What follows belongs to an exercise in optimizing a design on an open flow for small area, a short achievable clock period and few clock cycles; a production flow would make more cautious choices.
No activity file was given, so power comes from the tool's default toggle rates.

==> inputs of run a <==
## rm_edf_tick_scheduler
module rm_edf_tick_scheduler (
  input  wire logic                          clk,
  input  wire logic                          rst_n,
  input  wire logic                          start,
  output logic                               busy,
  input  wire logic [1:0]                    in_operation,
  input  wire logic [rmedf_pkg::SLOT_W-1:0]  in_task_index,
  input  wire logic [rmedf_pkg::VAL_W-1:0]   in_period,
  input  wire logic [rmedf_pkg::VAL_W-1:0]   in_burst,
  input  wire logic [rmedf_pkg::VAL_W-1:0]   in_deadline,
  output logic                               out_valid,
  output logic                               out_kind,
  output logic [rmedf_pkg::ID_W-1:0]         out_task_id,
  output logic                               out_seg_valid,
  output logic [rmedf_pkg::ID_W-1:0]         out_seg_task,
  output logic [rmedf_pkg::OUT_W-1:0]        out_seg_start,
  output logic [rmedf_pkg::OUT_W-1:0]        out_seg_end,
  output logic [2:0]                         out_seg_tag,
  output logic                               out_trace_full,
  output logic [rmedf_pkg::OUT_W-1:0]        out_count_complete,
  output logic [rmedf_pkg::OUT_W-1:0]        out_count_lost,
  output logic [rmedf_pkg::OUT_W-1:0]        out_count_killed,
  output logic                               out_last,
  input  wire logic                          psel,
  input  wire logic                          penable,
  input  wire logic                          pwrite,
  input  wire logic [rmedf_pkg::ADDR_W-1:0]  paddr,
  input  wire logic [rmedf_pkg::DATA_W-1:0]  pwdata,
  output logic [rmedf_pkg::DATA_W-1:0]       prdata,
  output logic                               pready
);
clock: 10.0 ns
lec_check: 0
cap_margin: 20
core_margin: 2
core_utilization: 40
setup_slack_margin: 5
slew_margin: 20
run.sh (not shown) runs the stock make flow with config.mk's settings and CLKGATE_MAP_FILE= SYNTH_SCRIPT=/design/flow/synth_recipe.tcl, a recipe that flattens the netlist after the stock synthesis.
==> run b: changes against run a <==
--- a/flow/design.v
+++ b/flow/design.v
@@ -16,31 +16,56 @@
   localparam logic [1:0] OP_TICK   = 2'd1;
   localparam logic [1:0] OP_FINISH = 2'd2;
   localparam logic [2:0] TAG_IDLE = 3'd0;
   localparam logic [2:0] TAG_FIN  = 3'd1;
   localparam logic [2:0] TAG_LOST = 3'd2;
   localparam logic [2:0] TAG_PRE  = 3'd3;
   localparam logic [2:0] TAG_CUT  = 3'd4;
   localparam logic [15:0] SLIMIT_RESET = 16'd4096;
-  function automatic logic le18(input logic [17:0] a, input logic [17:0] b);
+  function automatic logic le17(input logic [16:0] a, input logic [16:0] b);
     logic [31:0] lt, eq;
     lt = '0;
     eq = '1;
-    for (int k = 0; k < 18; k++) begin
+    for (int k = 0; k < 17; k++) begin
       lt[k] = ~a[k] & b[k];
       eq[k] = ~(a[k] ^ b[k]);
     end
     for (int w = 16; w >= 1; w = w / 2) begin
       for (int k = 0; k < w; k++) begin
         lt[k] = lt[2*k+1] | (eq[2*k+1] & lt[2*k]);
         eq[k] = eq[2*k+1] & eq[2*k];
       end
     end
-    le18 = lt[0] | eq[0];
+    le17 = lt[0] | eq[0];
+  endfunction
+  function automatic logic [16:0] add16(input logic [15:0] a, input logic [15:0] b);
+    logic [15:0] g, p, gg, pp;
+    logic [15:0] gn, pn;
+    logic [16:0] s;
+    g  = a & b;
+    p  = a ^ b;
+    gg = g;
+    pp = p;
+    for (int l = 0; l < 4; l++) begin
+      gn = gg;
+      pn = pp;
+      for (int k = 0; k < 16; k++) begin
+        if (((k >> l) & 1) == 1) begin
+          gn[k] = gg[k] | (pp[k] & gg[((k >> l) << l) - 1]);
+          pn[k] = pp[k] & pp[((k >> l) << l) - 1];
+        end
+      end
+      gg = gn;
+      pp = pn;
+    end
+    s[0] = p[0];
+    for (int k = 1; k < 16; k++) s[k] = p[k] ^ gg[k-1];
+    s[16] = gg[15];
+    add16 = s;
   endfunction
 endpackage
 `default_nettype wire
 `default_nettype none
 module rmedf_mod (
   input  wire logic        clk,
   input  wire logic        rst_n,
   input  wire logic        start,
@@ -82,105 +107,97 @@
   assign rem  = rem_r;
 endmodule
 `default_nettype wire
 `default_nettype none
 module rmedf_slot (
   input  wire logic        clk,
   input  wire logic        in_n,        
   input  wire logic        policy,      
+  input  wire logic [15:0] tick,
   input  wire logic        wrap,        
   input  wire logic        own,         
   input  wire logic [15:0] own_rem,     
-  input  wire logic        own_rz0,     
-  input  wire logic        own_rz1,     
-  input  wire logic [15:0] done_bus,    
+  input  wire logic [15:0] own_done,    
   input  wire logic        clr,         
   input  wire logic        act_clr,     
   input  wire logic        tick_en,
   input  wire logic        ld_en,
   input  wire logic [15:0] ld_per,
   input  wire logic [15:0] ld_bur,
   input  wire logic [15:0] ld_dl,
   input  wire logic        ph_wr,
   input  wire logic [15:0] ph_val,
-  input  wire logic        ph_val0,     
   input  wire logic        fin_en,
   input  wire logic        kill_wr,
-  input  wire logic [15:0] kill_bus,
-  output logic [17:0]      key,
+  input  wire logic [15:0] kill_val,
+  output logic [16:0]      key,
   output logic             elig,
   output logic             fin,         
   output logic             lst,         
   output logic [15:0]      rem_q,
   output logic             kf,
   output logic [15:0]      done,
   output logic [15:0]      lost,
   output logic [15:0]      killed
 );
   logic [15:0] per, bur, dl;
   logic [15:0] phase, rem;
-  logic [17:0] rdl;
+  logic [16:0] absdl;
   logic        active;
-  logic        pnz_r, bz_r, b1_r, ph0_r, rz0_r, rz1_r, rdz_r;
-  logic        rel, remz, dlhit, active1;
+  logic        pnz, rel, remz, dlhit, active1;
   logic [15:0] ph_inc, rem_e;
-  logic [17:0] rdl1;
-  assign rel     = in_n && pnz_r && ph0_r;
+  logic [16:0] absdl1;
+  assign pnz     = (per != '0);
+  assign rel     = in_n && pnz && (phase == '0);
   assign ph_inc  = phase + 16'd1;
-  assign remz    = own ? rz1_r : rz0_r;
+  assign remz    = own ? (rem == 16'd1) : (rem == 16'd0);
   assign rem_e   = own ? own_rem : rem;
   assign fin     = own && remz;
-  assign dlhit   = in_n && active && !remz && rdz_r;
+  assign dlhit   = in_n && active && !remz && (absdl == {1'b0, tick});
   assign lst     = !fin && dlhit;
   assign active1 = rel || (active && !fin && !dlhit);
-  assign rdl1    = rel ? {2'b00, dl} : rdl;
-  assign key     = policy ? {~rdl1[17], rdl1[16:0]} : {2'b10, per};
-  assign elig    = in_n && active1 && (rel ? !bz_r : !remz);
+  assign absdl1  = rel ? rmedf_pkg::add16(tick, dl) : absdl;
+  assign key     = policy ? absdl1 : {1'b0, per};
+  assign elig    = in_n && active1 && (rel ? (bur != '0) : !remz);
   assign rem_q   = rem;
   always_ff @(posedge clk) begin
     if (ld_en) begin
-      per   <= ld_per;
-      bur   <= ld_bur;
-      dl    <= ld_dl;
-      pnz_r <= (ld_per != '0);
-      bz_r  <= (ld_bur == '0);
-      b1_r  <= (ld_bur == 16'd1);
+      per <= ld_per;
+      bur <= ld_bur;
+      dl  <= ld_dl;
     end
   end
   always_ff @(posedge clk) begin
-    if (ph_wr) begin
-      phase <= ph_val;
-      ph0_r <= ph_val0;
-    end else if (tick_en && pnz_r) begin
-      phase <= (wrap || (ph_inc == per)) ? 16'd0 : ph_inc;
-      ph0_r <= wrap || (ph_inc == per) || (ph_inc == '0);
-    end
+    if (ph_wr) phase <= ph_val;
+    else if (tick_en && pnz) phase <= (wrap || (ph_inc == per)) ? 16'd0 : ph_inc;
   end
   always_ff @(posedge clk) begin
     if (tick_en) begin
       rem   <= rel ? bur : rem_e;
-      rz0_r <= rel ? bz_r : (own ? own_rz0 : rz0_r);
-      rz1_r <= rel ? b1_r : (own ? own_rz1 : rz1_r);
-      rdl   <= rdl1 + (wrap ? 18'h0FFFF : 18'h3FFFF);
-      rdz_r <= wrap ? (rdl1 == 18'h30001) : (rdl1 == 18'h00001);
+      absdl <= absdl1;
     end
   end
   always_ff @(posedge clk) begin
     if (act_clr) active <= 1'b0;
     else if (tick_en) active <= active1;
   end
   always_ff @(posedge clk) begin
     if (fin_en) kf <= in_n && active && !remz;
   end
   always_ff @(posedge clk) begin
-    if (clr || (tick_en && fin)) done <= done_bus;
-    if (clr || kill_wr) killed <= kill_bus;
-    if (clr) lost <= '0;
-    else if (tick_en && lst) lost <= lost + 16'd1;
+    if (clr) begin
+      done   <= '0;
+      lost   <= '0;
+      killed <= '0;
+    end else begin
+      if (tick_en && fin) done <= own_done;
+      if (tick_en && lst) lost <= lost + 16'd1;
+      if (kill_wr) killed <= kill_val;
+    end
   end
 endmodule
 `default_nettype wire
 `default_nettype none
 module rm_edf_tick_scheduler (
   input  wire logic                          clk,
   input  wire logic                          rst_n,
   input  wire logic                          start,
@@ -274,61 +291,60 @@
     .clk      (clk),
     .rst_n    (rst_n),
     .start    (do_load && !tick0),
     .dividend (tick_r),
     .divisor  (in_period),
     .done     (mod_done),
     .rem      (mod_rem)
   );
-  logic [17:0] key  [8];
+  logic [16:0] key  [8];
   logic [7:0]  elig, fin, lst, kf, win, own, in_n;
   logic [15:0] rem_c  [8];
   logic [15:0] done_c [8];
   logic [15:0] lost_c [8];
   logic [15:0] kill_c [8];
-  logic [15:0] own_rem, done_bus, kill_bus;
+  logic [15:0] kill_val;
+  logic [15:0] own_rem, own_done;
   logic [2:0]  csel;
   logic [15:0] done_s;
   logic        ph_wr_any;
   logic [2:0]  ph_slot;
   logic        wrap;
   assign ph_wr_any = (do_load && tick0) || mod_done;
   assign ph_slot   = mod_done ? ldslot_r : in_task_index;
   assign wrap      = (tick_r == 16'hFFFF);
   assign own_rem  = rem_c[owner_r[2:0]] - 16'd1;
   assign csel     = tot_r ? ts_r : owner_r[2:0];
   assign done_s   = done_c[csel];
-  assign done_bus = (do_load || !rst_n) ? 16'd0 : done_s + 16'd1;
+  assign own_done = done_s + 16'd1;
   for (genvar i = 0; i < 8; i++) begin : g_slot
     assign in_n[i] = (4'(i) < n_eff);
     assign own[i]  = (owner_r == 4'(i));
     rmedf_slot u_slot (
       .clk      (clk),
       .in_n     (in_n[i]),
       .policy   (policy_r),
+      .tick     (tick_r),
       .wrap     (wrap),
       .own      (own[i]),
       .own_rem  (own_rem),
-      .own_rz0  (own_rem == 16'd0),
-      .own_rz1  (own_rem == 16'd1),
-      .done_bus (done_bus),
+      .own_done (own_done),
       .clr      (!rst_n || (do_load && (in_task_index == 3'(i)))),
       .act_clr  (!rst_n || do_fin),
       .tick_en  (do_tick),
       .ld_en    (do_load && (in_task_index == 3'(i))),
       .ld_per   (in_period),
       .ld_bur   (in_burst),
       .ld_dl    (in_deadline),
       .ph_wr    (do_fin || (ph_wr_any && (ph_slot == 3'(i)))),
       .ph_val   (mod_done ? mod_rem : 16'd0),
-      .ph_val0  (!mod_done || (mod_rem == 16'd0)),
       .fin_en   (do_fin),
-      .kill_wr  (fpend_r && (kw == 3'(i))),
-      .kill_bus (kill_bus),
+      .kill_wr  (tot_r && (ts_r == 3'(i))),
+      .kill_val (kill_val),
       .key      (key[i]),
       .elig     (elig[i]),
       .fin      (fin[i]),
       .lst      (lst[i]),
       .rem_q    (rem_c[i]),
       .kf       (kf[i]),
       .done     (done_c[i]),
       .lost     (lost_c[i]),
@@ -337,17 +353,17 @@
   end
   logic [7:0] le [8];
   logic [3:0] best;
   logic       none_w;
   always_comb begin
     for (int i = 0; i < 8; i++) le[i] = '0;
     for (int i = 0; i < 8; i++)
       for (int j = i + 1; j < 8; j++)
-        le[i][j] = rmedf_pkg::le18(key[i], key[j]);
+        le[i][j] = rmedf_pkg::le17(key[i], key[j]);
     for (int i = 0; i < 8; i++) begin
       win[i] = elig[i];
       for (int j = 0; j < 8; j++) begin
         if (j < i) win[i] = win[i] && (!elig[j] || !le[j][i]);
         if (j > i) win[i] = win[i] && (!elig[j] || le[i][j]);
       end
     end
     none_w  = (elig == '0);
@@ -367,24 +383,30 @@
   assign s_ok     = chg && (tick_r > since_r) && seg_room;
   assign full_n   = s_ok ? ((segcnt_r + 16'd1) == slimit_r) : !seg_room;
   always_comb begin
     if (do_fin)        s_tag = (owner_r != NONE_ID) ? rmedf_pkg::TAG_CUT : rmedf_pkg::TAG_IDLE;
     else if (own_fin)  s_tag = rmedf_pkg::TAG_FIN;
     else if (own_lost) s_tag = rmedf_pkg::TAG_LOST;
     else               s_tag = (owner_r != NONE_ID) ? rmedf_pkg::TAG_PRE : rmedf_pkg::TAG_IDLE;
   end
-  logic [2:0]  tsn, kw;
+  logic [2:0]  tsn;
   logic [15:0] kill_s;
   logic        kf_s;
-  assign kw       = tot_r ? tsn : 3'd0;
-  assign kill_s   = kill_c[kw];
-  assign kf_s     = kf[kw];
-  assign kill_bus = (do_load || !rst_n) ? 16'd0 : kill_s + {15'd0, kf_s};
-  assign tsn      = ts_r + 3'd1;
+  assign kill_s = kill_c[ts_r];
+  assign kf_s   = kf[ts_r];
+  always_comb begin
+    logic c;
+    c = kf_s;
+    for (int k = 0; k < 16; k++) begin
+      kill_val[k] = kill_s[k] ^ c;
+      c = c & kill_s[k];
+    end
+  end
+  assign tsn = ts_r + 3'd1;
   always_ff @(posedge clk) begin
     if (!rst_n) begin
       tick_r   <= '0;
       owner_r  <= NONE_ID;
       since_r  <= '0;
       segcnt_r <= '0;
       ldm_r    <= 1'b0;
       fpend_r  <= 1'b0;
@@ -417,35 +439,39 @@
     end
   end
   always_ff @(posedge clk) begin
     if (do_load && !tick0) ldslot_r <= in_task_index;
     if (fpend_r) ts_r <= tot_r ? tsn : 3'd0;
     if (do_tick || do_fin) begin
       id_r     <= do_fin ? NONE_ID : best;
       sv_r     <= s_ok;
-      stask_r  <= owner_r;
-      sstart_r <= since_r;
-      send_r   <= tick_r;
-      stag_r   <= s_tag;
+      stask_r  <= s_ok ? owner_r : NONE_ID;
+      sstart_r <= s_ok ? since_r : '0;
+      send_r   <= s_ok ? tick_r : '0;
+      stag_r   <= s_ok ? s_tag : rmedf_pkg::TAG_IDLE;
       full_r   <= full_n;
       last_r   <= do_tick || (n_eff == '0);
     end else if (fpend_r) begin
       id_r     <= {1'b0, tot_r ? tsn : 3'd0};
       sv_r     <= 1'b0;
+      stask_r  <= NONE_ID;
+      sstart_r <= '0;
+      send_r   <= '0;
+      stag_r   <= rmedf_pkg::TAG_IDLE;
       last_r   <= ((tot_r ? {1'b0, tsn} : 4'd0) + 4'd1 == n_eff);
     end
   end
   assign out_valid          = ov_r;
   assign out_kind           = tot_r;
   assign out_task_id        = id_r;
   assign out_seg_valid      = sv_r;
-  assign out_seg_task       = sv_r ? stask_r : NONE_ID;
-  assign out_seg_start      = {16'd0, sv_r ? sstart_r : 16'd0};
-  assign out_seg_end        = {16'd0, sv_r ? send_r : 16'd0};
-  assign out_seg_tag        = sv_r ? stag_r : rmedf_pkg::TAG_IDLE;
+  assign out_seg_task       = stask_r;
+  assign out_seg_start      = {16'd0, sstart_r};
+  assign out_seg_end        = {16'd0, send_r};
+  assign out_seg_tag        = stag_r;
   assign out_trace_full     = full_r;
   assign out_count_complete = tot_r ? {16'd0, done_s} : '0;
   assign out_count_lost     = tot_r ? {16'd0, lost_c[ts_r]} : '0;
-  assign out_count_killed   = tot_r ? {16'd0, kill_c[ts_r]} : '0;
+  assign out_count_killed   = tot_r ? {16'd0, kill_val} : '0;
   assign out_last           = last_r;
 endmodule
 `default_nettype wire
- SETUP_SLACK_MARGIN: 5 -> not set
==> run c: changes against run a <==
--- a/flow/design.v
+++ b/flow/design.v
@@ -215,30 +215,34 @@
   logic        policy_r;
   logic [3:0]  tcount_r;
   logic [15:0] slimit_r;
   logic        cfg_wr;
   logic [15:0] tick_r;
   logic [3:0]  owner_r;
   logic [15:0] since_r;
   logic [15:0] segcnt_r;
+  logic        segp_r;        
+  logic        chgp_r;        
+  logic [7:0]  in_n_r;        
   logic        ldm_r;         
   logic [2:0]  ldslot_r;
   logic        fpend_r;       
   logic        tot_r;         
   logic [2:0]  ts_r;          
   logic        ov_r;
   logic [3:0]  id_r;
   logic        sv_r;
   logic [3:0]  stask_r;
   logic [15:0] sstart_r;
   logic [15:0] send_r;
   logic [2:0]  stag_r;
   logic        full_r;
   logic        last_r;
+  logic [15:0] cc_r, cl_r, ck_r;
   logic        accept, do_tick, do_load, do_fin;
   logic [3:0]  n_eff;
   logic        tick0;
   logic        mod_done;
   logic [15:0] mod_rem;
   assign accept  = start && !busy;
   assign do_load = accept && (in_operation == rmedf_pkg::OP_LOAD);
   assign do_tick = accept && (in_operation == rmedf_pkg::OP_TICK);
@@ -247,34 +251,42 @@
   assign n_eff   = tcount_r[3] ? 4'd8 : tcount_r;
   assign tick0   = (tick_r == '0);
   assign pready = 1'b1;
   assign cfg_wr = psel && penable && pwrite;
   always_ff @(posedge clk) begin
     if (!rst_n) begin
       policy_r <= 1'b0;
       tcount_r <= '0;
+      in_n_r   <= '0;
       slimit_r <= rmedf_pkg::SLIMIT_RESET;
     end else if (cfg_wr) begin
       case (paddr[3:2])
         2'd0: policy_r <= pwdata[0];
-        2'd1: tcount_r <= pwdata[3:0];
+        2'd1: begin
+          tcount_r <= pwdata[3:0];
+          for (int i = 0; i < 8; i++) in_n_r[i] <= (i < (pwdata[3] ? 8 : int'(pwdata[2:0])));
+        end
         2'd2: slimit_r <= pwdata[15:0];
         default: ;
       endcase
     end
   end
-  always_comb begin
-    case (paddr[3:2])
-      2'd0:    prdata = {31'd0, policy_r};
-      2'd1:    prdata = {28'd0, tcount_r};
-      2'd2:    prdata = {16'd0, slimit_r};
-      default: prdata = '0;
-    endcase
+  logic [15:0] prd_r;
+  always_ff @(posedge clk) begin
+    if (psel && !penable) begin
+      case (paddr[3:2])
+        2'd0:    prd_r <= {15'd0, policy_r};
+        2'd1:    prd_r <= {12'd0, tcount_r};
+        2'd2:    prd_r <= slimit_r;
+        default: prd_r <= '0;
+      endcase
+    end
   end
+  assign prdata = {16'd0, prd_r};
   rmedf_mod u_mod (
     .clk      (clk),
     .rst_n    (rst_n),
     .start    (do_load && !tick0),
     .dividend (tick_r),
     .divisor  (in_period),
     .done     (mod_done),
     .rem      (mod_rem)
@@ -290,21 +302,21 @@
   logic [15:0] done_s;
   logic        ph_wr_any;
   logic [2:0]  ph_slot;
   logic        wrap;
   assign ph_wr_any = (do_load && tick0) || mod_done;
   assign ph_slot   = mod_done ? ldslot_r : in_task_index;
   assign wrap      = (tick_r == 16'hFFFF);
   assign own_rem  = rem_c[owner_r[2:0]] - 16'd1;
-  assign csel     = tot_r ? ts_r : owner_r[2:0];
+  assign csel     = fpend_r ? kw : owner_r[2:0];
   assign done_s   = done_c[csel];
   assign done_bus = (do_load || !rst_n) ? 16'd0 : done_s + 16'd1;
   for (genvar i = 0; i < 8; i++) begin : g_slot
-    assign in_n[i] = (4'(i) < n_eff);
+    assign in_n[i] = in_n_r[i];
     assign own[i]  = (owner_r == 4'(i));
     rmedf_slot u_slot (
       .clk      (clk),
       .in_n     (in_n[i]),
       .policy   (policy_r),
       .wrap     (wrap),
       .own      (own[i]),
       .own_rem  (own_rem),
@@ -358,19 +370,28 @@
   end
   logic        own_fin, own_lost, same, chg, s_ok, seg_room;
   logic [2:0]  s_tag;
   logic        full_n;
   assign own_fin  = |(fin & own);
   assign own_lost = |(lst & own);
   assign same     = |(own & win) || (none_w && (owner_r == NONE_ID));
   assign chg      = do_fin || own_fin || own_lost || !same;
-  assign seg_room = (segcnt_r < slimit_r);
-  assign s_ok     = chg && (tick_r > since_r) && seg_room;
-  assign full_n   = s_ok ? ((segcnt_r + 16'd1) == slimit_r) : !seg_room;
+  logic [15:0] since_a, tick_m1;
+  logic [16:0] seg1, seg2;
+  logic        late_ok;
+  assign tick_m1  = tick_r - 16'd1;
+  assign since_a  = chgp_r ? tick_m1 : since_r;
+  assign seg1     = {1'b0, segcnt_r} + 17'd1;
+  assign seg2     = {1'b0, segcnt_r} + 17'd2;
+  assign seg_room = segp_r ? (seg1 < {1'b0, slimit_r}) : (segcnt_r < slimit_r);
+  assign late_ok  = chgp_r ? (tick_r != '0) : (tick_r > since_r);
+  assign s_ok     = chg && late_ok && seg_room;
+  assign full_n   = s_ok ? (segp_r ? (seg2 == {1'b0, slimit_r}) : (seg1 == {1'b0, slimit_r}))
+                         : !seg_room;
   always_comb begin
     if (do_fin)        s_tag = (owner_r != NONE_ID) ? rmedf_pkg::TAG_CUT : rmedf_pkg::TAG_IDLE;
     else if (own_fin)  s_tag = rmedf_pkg::TAG_FIN;
     else if (own_lost) s_tag = rmedf_pkg::TAG_LOST;
     else               s_tag = (owner_r != NONE_ID) ? rmedf_pkg::TAG_PRE : rmedf_pkg::TAG_IDLE;
   end
   logic [2:0]  tsn, kw;
   logic [15:0] kill_s;
@@ -381,54 +402,65 @@
   assign kill_bus = (do_load || !rst_n) ? 16'd0 : kill_s + {15'd0, kf_s};
   assign tsn      = ts_r + 3'd1;
   always_ff @(posedge clk) begin
     if (!rst_n) begin
       tick_r   <= '0;
       owner_r  <= NONE_ID;
       since_r  <= '0;
       segcnt_r <= '0;
+      chgp_r   <= 1'b0;
+      segp_r   <= 1'b0;
       ldm_r    <= 1'b0;
       fpend_r  <= 1'b0;
       tot_r    <= 1'b0;
       ov_r     <= 1'b0;
     end else begin
       if (do_load && !tick0) ldm_r <= 1'b1;
       else if (mod_done)     ldm_r <= 1'b0;
       if (do_tick) begin
         tick_r   <= tick_r + 16'd1;
         owner_r  <= best;
-        if (chg) since_r <= tick_r;
-        if (s_ok) segcnt_r <= segcnt_r + 16'd1;
+        since_r  <= since_a;
+        chgp_r   <= chg;
+        if (segp_r) segcnt_r <= seg1[15:0];
+        segp_r   <= s_ok;
       end else if (do_fin) begin
         tick_r   <= '0;
         owner_r  <= NONE_ID;
         since_r  <= '0;
         segcnt_r <= '0;
+        chgp_r   <= 1'b0;
+        segp_r   <= 1'b0;
       end
       ov_r <= do_tick || do_fin || fpend_r;
       if (do_fin) begin
         fpend_r <= (n_eff != '0);
         tot_r   <= 1'b0;
       end else if (fpend_r) begin
         tot_r   <= 1'b1;
         fpend_r <= !((tot_r ? {1'b0, tsn} : 4'd0) + 4'd1 == n_eff);
       end else begin
         tot_r   <= 1'b0;
       end
     end
   end
   always_ff @(posedge clk) begin
     if (do_load && !tick0) ldslot_r <= in_task_index;
-    if (fpend_r) ts_r <= tot_r ? tsn : 3'd0;
+    if (fpend_r) begin
+      ts_r <= kw;
+      cc_r <= done_s;
+      cl_r <= lost_c[kw];
+      ck_r <= kill_bus;
+    end
     if (do_tick || do_fin) begin
       id_r     <= do_fin ? NONE_ID : best;
       sv_r     <= s_ok;
       stask_r  <= owner_r;
-      sstart_r <= since_r;
+      sstart_r <= since_a;
       send_r   <= tick_r;
       stag_r   <= s_tag;
       full_r   <= full_n;
       last_r   <= do_tick || (n_eff == '0);
     end else if (fpend_r) begin
       id_r     <= {1'b0, tot_r ? tsn : 3'd0};
       sv_r     <= 1'b0;
       last_r   <= ((tot_r ? {1'b0, tsn} : 4'd0) + 4'd1 == n_eff);
@@ -438,14 +470,14 @@
   assign out_kind           = tot_r;
   assign out_task_id        = id_r;
   assign out_seg_valid      = sv_r;
   assign out_seg_task       = sv_r ? stask_r : NONE_ID;
   assign out_seg_start      = {16'd0, sv_r ? sstart_r : 16'd0};
   assign out_seg_end        = {16'd0, sv_r ? send_r : 16'd0};
   assign out_seg_tag        = sv_r ? stag_r : rmedf_pkg::TAG_IDLE;
   assign out_trace_full     = full_r;
-  assign out_count_complete = tot_r ? {16'd0, done_s} : '0;
-  assign out_count_lost     = tot_r ? {16'd0, lost_c[ts_r]} : '0;
-  assign out_count_killed   = tot_r ? {16'd0, kill_c[ts_r]} : '0;
+  assign out_count_complete = {16'd0, tot_r ? cc_r : 16'd0};
+  assign out_count_lost     = {16'd0, tot_r ? cl_r : 16'd0};
+  assign out_count_killed   = {16'd0, tot_r ? ck_r : 16'd0};
   assign out_last           = last_r;
 endmodule
 `default_nettype wire
==> flow/flow/run.sh (new file) <==
#!/bin/bash
set -euo pipefail
bash standard.sh SETUP_SLACK_MARGIN=6 finish > standard_make.log 2>&1
==> flow/standard.sh (new file) <==
#!/bin/bash
# synth_recipe.tcl (not shown) runs the flow's synth.tcl, then flattens the netlist and writes it again
# the make line also repeats each setting of config.mk as NAME=value (left out here)
make -C /OpenROAD-flow-scripts/flow DESIGN_CONFIG=/design/flow/config.mk WORK_HOME=/design/flow/orfs CLKGATE_MAP_FILE= SYNTH_SCRIPT=/design/flow/synth_recipe.tcl "${@:-finish}"
removed: flow/run.sh
==> qor summary <==
Outcome: run b timing/DRC/antenna clean; run a timing/DRC/antenna clean; run c timing/DRC/antenna clean
DPL Wire Length: run b 241 mm; run a 206 mm; run c 212 mm
Fraction of layout instances using a drive strength above 1: run b 9.21%; run a 17.0%; run c 19.2%
Drt wl/cell: run b 29.1 um; run a 28.4 um; run c 27.9 um
Cell-internal power: run b 9620 uW; run a 10,200 uW; run c 10,900 uW
Worst-Margin Slew: run b 1.24 ns; run a 1.33 ns; run c 1.23 ns
Sequential cell area: run b 35,400 um2; run a 39,900 um2; run c 42,100 um2
Overall via count from detail_route: run b 65,869; run a 64,829; run c 67,461
Sum of routed wire length over all layers: run b 321 mm; run a 307 mm; run c 320 mm
Clock distribution power: run b 5660 uW; run a 5770 uW; run c 6080 uW
Seq. pwr: run b 6140 uW; run a 6680 uW; run c 7050 uW
Layout Cells excl Fill: run b 11,002; run a 10,823; run c 11,478
Initial cell density of the core: run b 40.2%; run a 40.3%; run c 40.1%
Vias in the first global route: run b 62,533; run a 62,102; run c 63,891
Met2 usage: run b 48.1%; run a 45.6%; run c 46.1%
Avg Inst Size Synth: run b 9.99 um2; run a 10.7 um2; run c 10.6 um2
Placed cell areas: run b 85,600 um2; run a 85,300 um2; run c 89,900 um2
Worst hold path depth: run b 2; run a 0; run c 2
Synthesized-area fraction occupied by adder cells: run b 11.7%; run a 9.61%; run c 9.20%
Number of diodes: run b 8; run a 18; run c 9
Maximum fanout encountered on the critical timing path: run b 32; run a 15; run c 7
Number of flip-flops under the largest register name: run b 136; run a 144; run c 144
Wl on met1: run b 132 mm; run a 121 mm; run c 129 mm
Number of multi-input logic gates: run b 6,019; run a 5,530; run c 5,823
Register area share after synthesis: run b 44.1%; run a 50.0%; run c 50.1%
Type of element capturing the critical path: run b output pin; run a register; run c register
Number of buffers outside the clock class in the layout: run b 386; run a 693; run c 790
No functional check of the RTL was part of any run of this note.

-- afterwards: timing with drivers on the ports --
In the flow no input, the clock included, has a driving cell. The finished layouts below were timed again as built, in two steps.
Step 1 assumes that a clkbuf_16 drives the clock port and a buf_2 every other input.
Step 2 also shifts input and output timing later by t, the mid clock arrival at the registers, as if the neighbouring blocks saw the same clock.
Three values: no drivers, after step 1, after step 2; two values: the first two.
| run | shift t [ns] | setup slack, ns | worst setup path after step 2 |
|---|---|---|---|
| run a | 0.921 | 4.421 / 4.421 / 4.210 | input to register |
| run b | 0.899 | 0.485 / 0.398 / 0.830 | register to register |
| run c | 0.927 | 5.364 / 5.364 / 5.013 | input to register |
After both steps every run listed still meets setup and hold. The setup slack of run c, which loses most, moves by 0.000 ns with the drivers and by -0.351 ns with both steps.
